What follows belongs to an exercise in optimizing a design on an open flow for small area and a short achievable clock period; a production flow would make more cautious choices.
In this exercise RTL edits were held to simulation tests only and were not proved equivalent to the original.
No activity file was given, so power comes from the tool's default toggle rates.

[run.sh]
#!/bin/bash
# synth_recipe.tcl (not shown) runs the flow's synth.tcl, then flattens the netlist and writes it again
# the make line also repeats each setting of config.mk as NAME=value (left out here)
make -C /OpenROAD-flow-scripts/flow DESIGN_CONFIG=/design/flow/config.mk WORK_HOME=/design/flow/orfs CLKGATE_MAP_FILE= SYNTH_SCRIPT=/design/flow/synth_recipe.tcl finish
[config.mk]
export PLATFORM = sky130hd
export DESIGN_NAME = mips_processor
export DESIGN_NICKNAME = mips_processor
export VERILOG_FILES = /design/flow/design.v
export SDC_FILE = /design/flow/constraint.sdc
export NUM_CORES = 4
export LEC_CHECK = 0
export CAP_MARGIN = 20
export CORE_MARGIN = 2
export CORE_UTILIZATION = 40
export SLEW_MARGIN = 20
[constraint.sdc]
create_clock -name core_clock -period 8.5 [get_ports {clk}]
set_input_delay 1.7000 -clock core_clock [delete_from_list [all_inputs] [get_ports {clk}]]
set_output_delay 1.7000 -clock core_clock [all_outputs]
set_load 0.01 [all_outputs]
[design.v]
package mips_processor_pkg;
  typedef enum logic [3:0] {
    OP_NOP, OP_LI, OP_ADD, OP_SUB, OP_AND, OP_OR, OP_XOR, OP_NOT, OP_SLL, OP_MOV, OP_COMP
  } opcode_t;
  localparam int OP_LSB = 28;
  localparam int RD_LSB = 24;
  localparam int RS_LSB = 20;
  localparam int RT_LSB = 16;
  localparam int IMM_W  = 16;
endpackage
import mips_processor_pkg::*;
module mips_alu
#(
  parameter int W = 32
) (
  input  logic [3:0]     op,
  input  logic [W-1:0]   a,
  input  logic [W-1:0]   b,
  input  logic [4:0]     shamt,
  output logic [W-1:0]   result,
  output logic           carry,
  output logic           overflow,
  output logic           eq
);
  logic [W-1:0] bb;
  logic [W:0]   sum;
  always_comb begin
    bb       = (op == OP_SUB) ? ~b : b;
    sum      = {1'b0, a} + {1'b0, bb} + {{W{1'b0}}, op == OP_SUB};
    carry    = sum[W];
    overflow = (a[W-1] == bb[W-1]) && (sum[W-1] != a[W-1]);
    eq       = a == b;
    case (op)
      OP_LI:   result = b;
      OP_ADD:  result = sum[W-1:0];
      OP_SUB:  result = sum[W-1:0];
      OP_AND:  result = a & b;
      OP_OR:   result = a | b;
      OP_XOR:  result = a ^ b;
      OP_NOT:  result = ~a;
      OP_SLL:  result = a << shamt;
      OP_MOV:  result = a;
      OP_COMP: result = {{(W-1){1'b0}}, eq};
      default: result = '0;
    endcase
  end
endmodule
import mips_processor_pkg::*;
module mips_processor
#(
  parameter int aBit = 6,
  parameter int nBit = 32
) (
  input  logic            clk,
  input  logic            rst,
  input  logic            request,
  input  logic [aBit-1:0] addr,
  input  logic [nBit-1:0] din,
  output logic [nBit-1:0] dout,
  output logic            acknowledge,
  output logic            carry,
  output logic            overflow,
  output logic            equal
);
  logic [nBit-1:0] imem [2**aBit];
  logic [nBit-1:0] regs [16];
  logic [aBit-1:0] pc;
  logic [nBit-1:0] ir;
  logic [3:0]      op;
  logic [nBit-1:0] a, b, res;
  logic            alu_c, alu_v, alu_eq, we;
  assign acknowledge = request;
  assign op = ir[OP_LSB +: 4];
  assign a  = regs[ir[RS_LSB +: 4]];
  assign b  = (op == OP_LI) ? {{(nBit-IMM_W){ir[IMM_W-1]}}, ir[IMM_W-1:0]} : regs[ir[RT_LSB +: 4]];
  assign we = (op != OP_NOP) && (op <= OP_COMP);
  mips_alu #(.W(nBit)) alu (
    .op(op), .a(a), .b(b), .shamt(ir[4:0]),
    .result(res), .carry(alu_c), .overflow(alu_v), .eq(alu_eq)
  );
  always_ff @(posedge clk)
    if (request) imem[addr] <= din;
  always_ff @(posedge clk or posedge rst) begin
    if (rst) begin
      pc       <= aBit'(1);
      ir       <= '0;
      dout     <= '0;
      carry    <= 1'b0;
      overflow <= 1'b0;
      equal    <= 1'b0;
      for (int i = 0; i < 16; i++) regs[i] <= '0;
    end else if (!request) begin
      ir <= imem[pc];
      pc <= pc + 1'b1;
      if (we) begin
        regs[ir[RD_LSB +: 4]] <= res;
        dout                  <= res;
      end
      if (op == OP_ADD || op == OP_SUB) begin
        carry    <= alu_c;
        overflow <= alu_v;
      end
      if (op == OP_COMP) equal <= alu_eq;
    end
  end
endmodule
==> run summary <==
Synth area leaders=edfxtp_1 54%, mux4_2 14%, dfrtp_1 13%; worst r2r src=ir[17]; Yosys top cell area share=0.541; number of global-route vias before repair=68,908; gr ovfl total=0; IO Port Bufs=76; delay-heaviest family, CP=compound AO/OA/AOI/OAI gates; first-pass GRT wire length=526 mm; Power Dens Cells=404 nW/um2; Net Sw Frac=0.417; Fin. Hold Viols=0; Chip Width=537 um; initial antenna violation count=23; Comb pwr share=0.435; crit path launch type=flip-flop; Setup CP Type=flip-flop to flip-flop; Critical Path End Type=flip-flop; Row Count=195; worst slack at placement=1550 ps; final net count=7,302; reg-to-reg setup timing slack=1130 ps; Setup Buffers After CTS=0; Seq cells post-synth=2,633; Most Frequent Cell on Critical Path=o21ai_0; Critical path buffers and inverters=1; syn avg cell area=16.1 um2; Vias/cell=6.27; Routed WL per cell=33.4 um; gpl congestion=0.976; Final Cycle Share=0.867; CTS max path bufs=4; Async SR Flop Fraction=0.222; Mapped Nets=7,223; clock power share=0.235; most common cell in the netlist=edfxtp_1; Hold Crit Depth=2; cts hold-fix bufs=0; hold_sp=dout[16]; hold_ws=477 ps; latest clock arrival within the worst-skew pair=910 ps; Vias=69,847; Synth top cells by count=2,048 x edfxtp_1, 691 x mux4_2, 645 x nand2_1; Slew headroom=0.154; Clock transition at path regs=60 ps; Final ANT Viol Nets=0; # IOs=77; GR Util All Layers=0.256; LEAKAGE=0.0437 uW; Hold WC Path Type=flip-flop to flip-flop; Util after Layout=0.456; # H-tree levels=5; unrepaired setup endpoints after global routing=false; worst reg2reg path endpoint=regs[1][26]; Layout area overhead=13.3%; Worst Path Max Fanout=20; # clock sinks=2,633; library cells used by synthesis=106; final worst path period need=7370 ps; Core Footprint=283,000 um2; total CTS buffers=288; Post-Syn Area=114,000 um2; pin count of the biggest net entering global routing=164; dpl hpwl=225 mm; Setup Skew=89.3 ps; Worst Path Arrival=8090 ps; placed insts=10,612; status=timing/DRC/antenna clean; CP max-delay cell=a2111oi_4; worst slew pin tran=1240 ps; total routed wirelength=372 mm; sequential share of power=0.330; Slew Viols, Final=0; post-synth top area cell=edfxtp_1; maximum vdd drop=0.000352 V; Psw=21,700 uW; EDFF count, synth=2,048; Power Internal=30,400 uW; share of cells above drive strength 1=0.226; drt first pass iters=8; CTS tree=built; hold path endpoint=dout[16]; total of max-cap violations=0; critical path data required time=9220 ps; die area=289,000 um2; Worst path max stage delay=1100 ps; Tot Pwr=52,000 uW; Worst R2R Path Depth=18; Fmax=136 MHz; Setup WS post-layout=1130 ps; Final Setup Violations=0; Yosys warnings=3; Layout Cells excl Fill=11,139; ys flop type=edfxtp_1; Initial Utilization=0.402; Root Driver=clkbuf_16; 1st-iter DRT viols=9,707; worst path cell trace=nand2_1, nor2_4, buf_4, a22oi_1, nand4_1, o221ai_1, o21ai_0, xor2_1, ha_1, a21oi_1, o21ai_0, nand3_1, nand3_1, a31o_2, a221oi_1, xnor2_1, a2111oi_4, o21ai_0; die height=537 um; drc violations=0; sequential-to-total area share from yosys stat=0.670; PostCTS Resize Cnt=0; Syn Inst Count=7,085
-- state kept, by name, summed over array words and instances, names as in the netlist --
signal    flops
dout         32
overflow      1
pc            6
carry         1
equal         1
imem       2048
regs        512
ir           32
-- power groups by stage --
stage	Sequential, uW	Combinational [uW]	Clock [uW]
5_1_grt	17200	23700	12900
3_5_place_dp	17300	22100	0
4_1_cts	17100	22200	12400
2_1_floorplan	16100	14100	0
6_report	17200	22700	12200
3_3_place_gp	17300	22000	0
-- worst max-delay path by stage --
stage | startpoint | end | cells past startpoint
finish | ir[17] | regs[1][26] | 18
global route | ir[19] | regs[15][26] | 19
CTS | ir[17] | regs[11][26] | 18
detailed placement | ir[17] | regs[8][26] | 18
global placement | ir[18] | regs[9][26] | 19
floorplan | rst | carry | 1
-- cell type report --
cell class / count / area, um2
sequential: 2633 / 76200
antenna: 5 / 12.5
inverter: 94 / 357
clock buffer: 367 / 7750
fill: 24247 / 154000
multi-input combinational: 3825 / 35800
tap: 3743 / 4680
clock inverter: 150 / 1390
timing repair buffer: 322 / 2720
-- kinds of logic after synthesis --
| group | Yosys count | synth area share |
|---|---|---|
| AO/OA/AOI/OAI | 1467 | 0.0857 |
| AND/OR/NAND/NOR | 1368 | 0.0558 |
| flip-flops | 2633 | 0.670 |
| adder cells (fa/ha/maj) | 97 | 0.0107 |
| XOR/XNOR | 55 | 0.00424 |
| buffers and inverters | 627 | 0.0231 |
| multiplexers | 838 | 0.151 |
-- per-layer routing --
layer  vias to the layer above  routed length [um]  track usage
met5                         -                  70            0
met4                        10               19500        0.115
met3                       914               34300       0.0514
met2                      3846              170000        0.396
met1                     36655              148000        0.349
li1                      28422                   -            -
-- placed cells by master, fill, tap and decap left out, drive strengths merged, types with 108 or more instances in the layout --
master,instances
edfxtp,2048
a21oi,195
o21ai,531
nand2,645
a22oi,221
clkbuf,367
dfrtp,584
inv,108
nor2,307
buf,279
clkinv,110
mux4,691
-- metrics by stage --
step | cell area, um2 | setup TNS, ps
global placement | 120000 | 0
detailed placement | 120000 | 0
finish | 129000 | 0
global route | 129000 | 0
CTS | 129000 | 0
floorplan | 114000 | -684800
-- worst register-to-register path, stage by stage, from the launching register on --
cell       delay, ps
dfrtp_1          780
nand2_1          380
nor2_4           650
buf_4            470
a22oi_1          180
nand4_1          140
o221ai_1         350
o21ai_0          340
xor2_1           240
ha_1             300
a21oi_1          290
o21ai_0          350
nand3_1          230
nand3_1          170
a31o_2           310
a221oi_1         420
xnor2_1          190
a2111oi_4       1100
o21ai_0          290

[re-timing with driven ports]
In the flow no input, the clock included, has a driving cell. The finished layout below was timed again as built, in two steps. Step 1 sets driving cells, clkbuf_16 on the clock port and buf_2 on the other inputs (assumed; they add their load-dependent delay and slew). Step 2 adds t to the input delays and takes it off the output delays; t is the mean of the earliest and latest rising clock arrival at the registers after step 1. Input paths then give back, and output paths get back, about the clock's delay inside the block. Three values: no drivers, after step 1, after step 2; two values: the first two.
t (ns): 0.980
setup slack, ns: 1.135 / 1.135 / 1.135
hold slack, ns: 0.477 / 0.477 / 0.477
worst setup path at the end: register to register
worst slew at a driven data input, ns: 0.20
After both steps setup and hold are still met in this run. For this run, drivers alone change the setup slack by 0.000 ns; drivers and shift together by 0.000 ns.
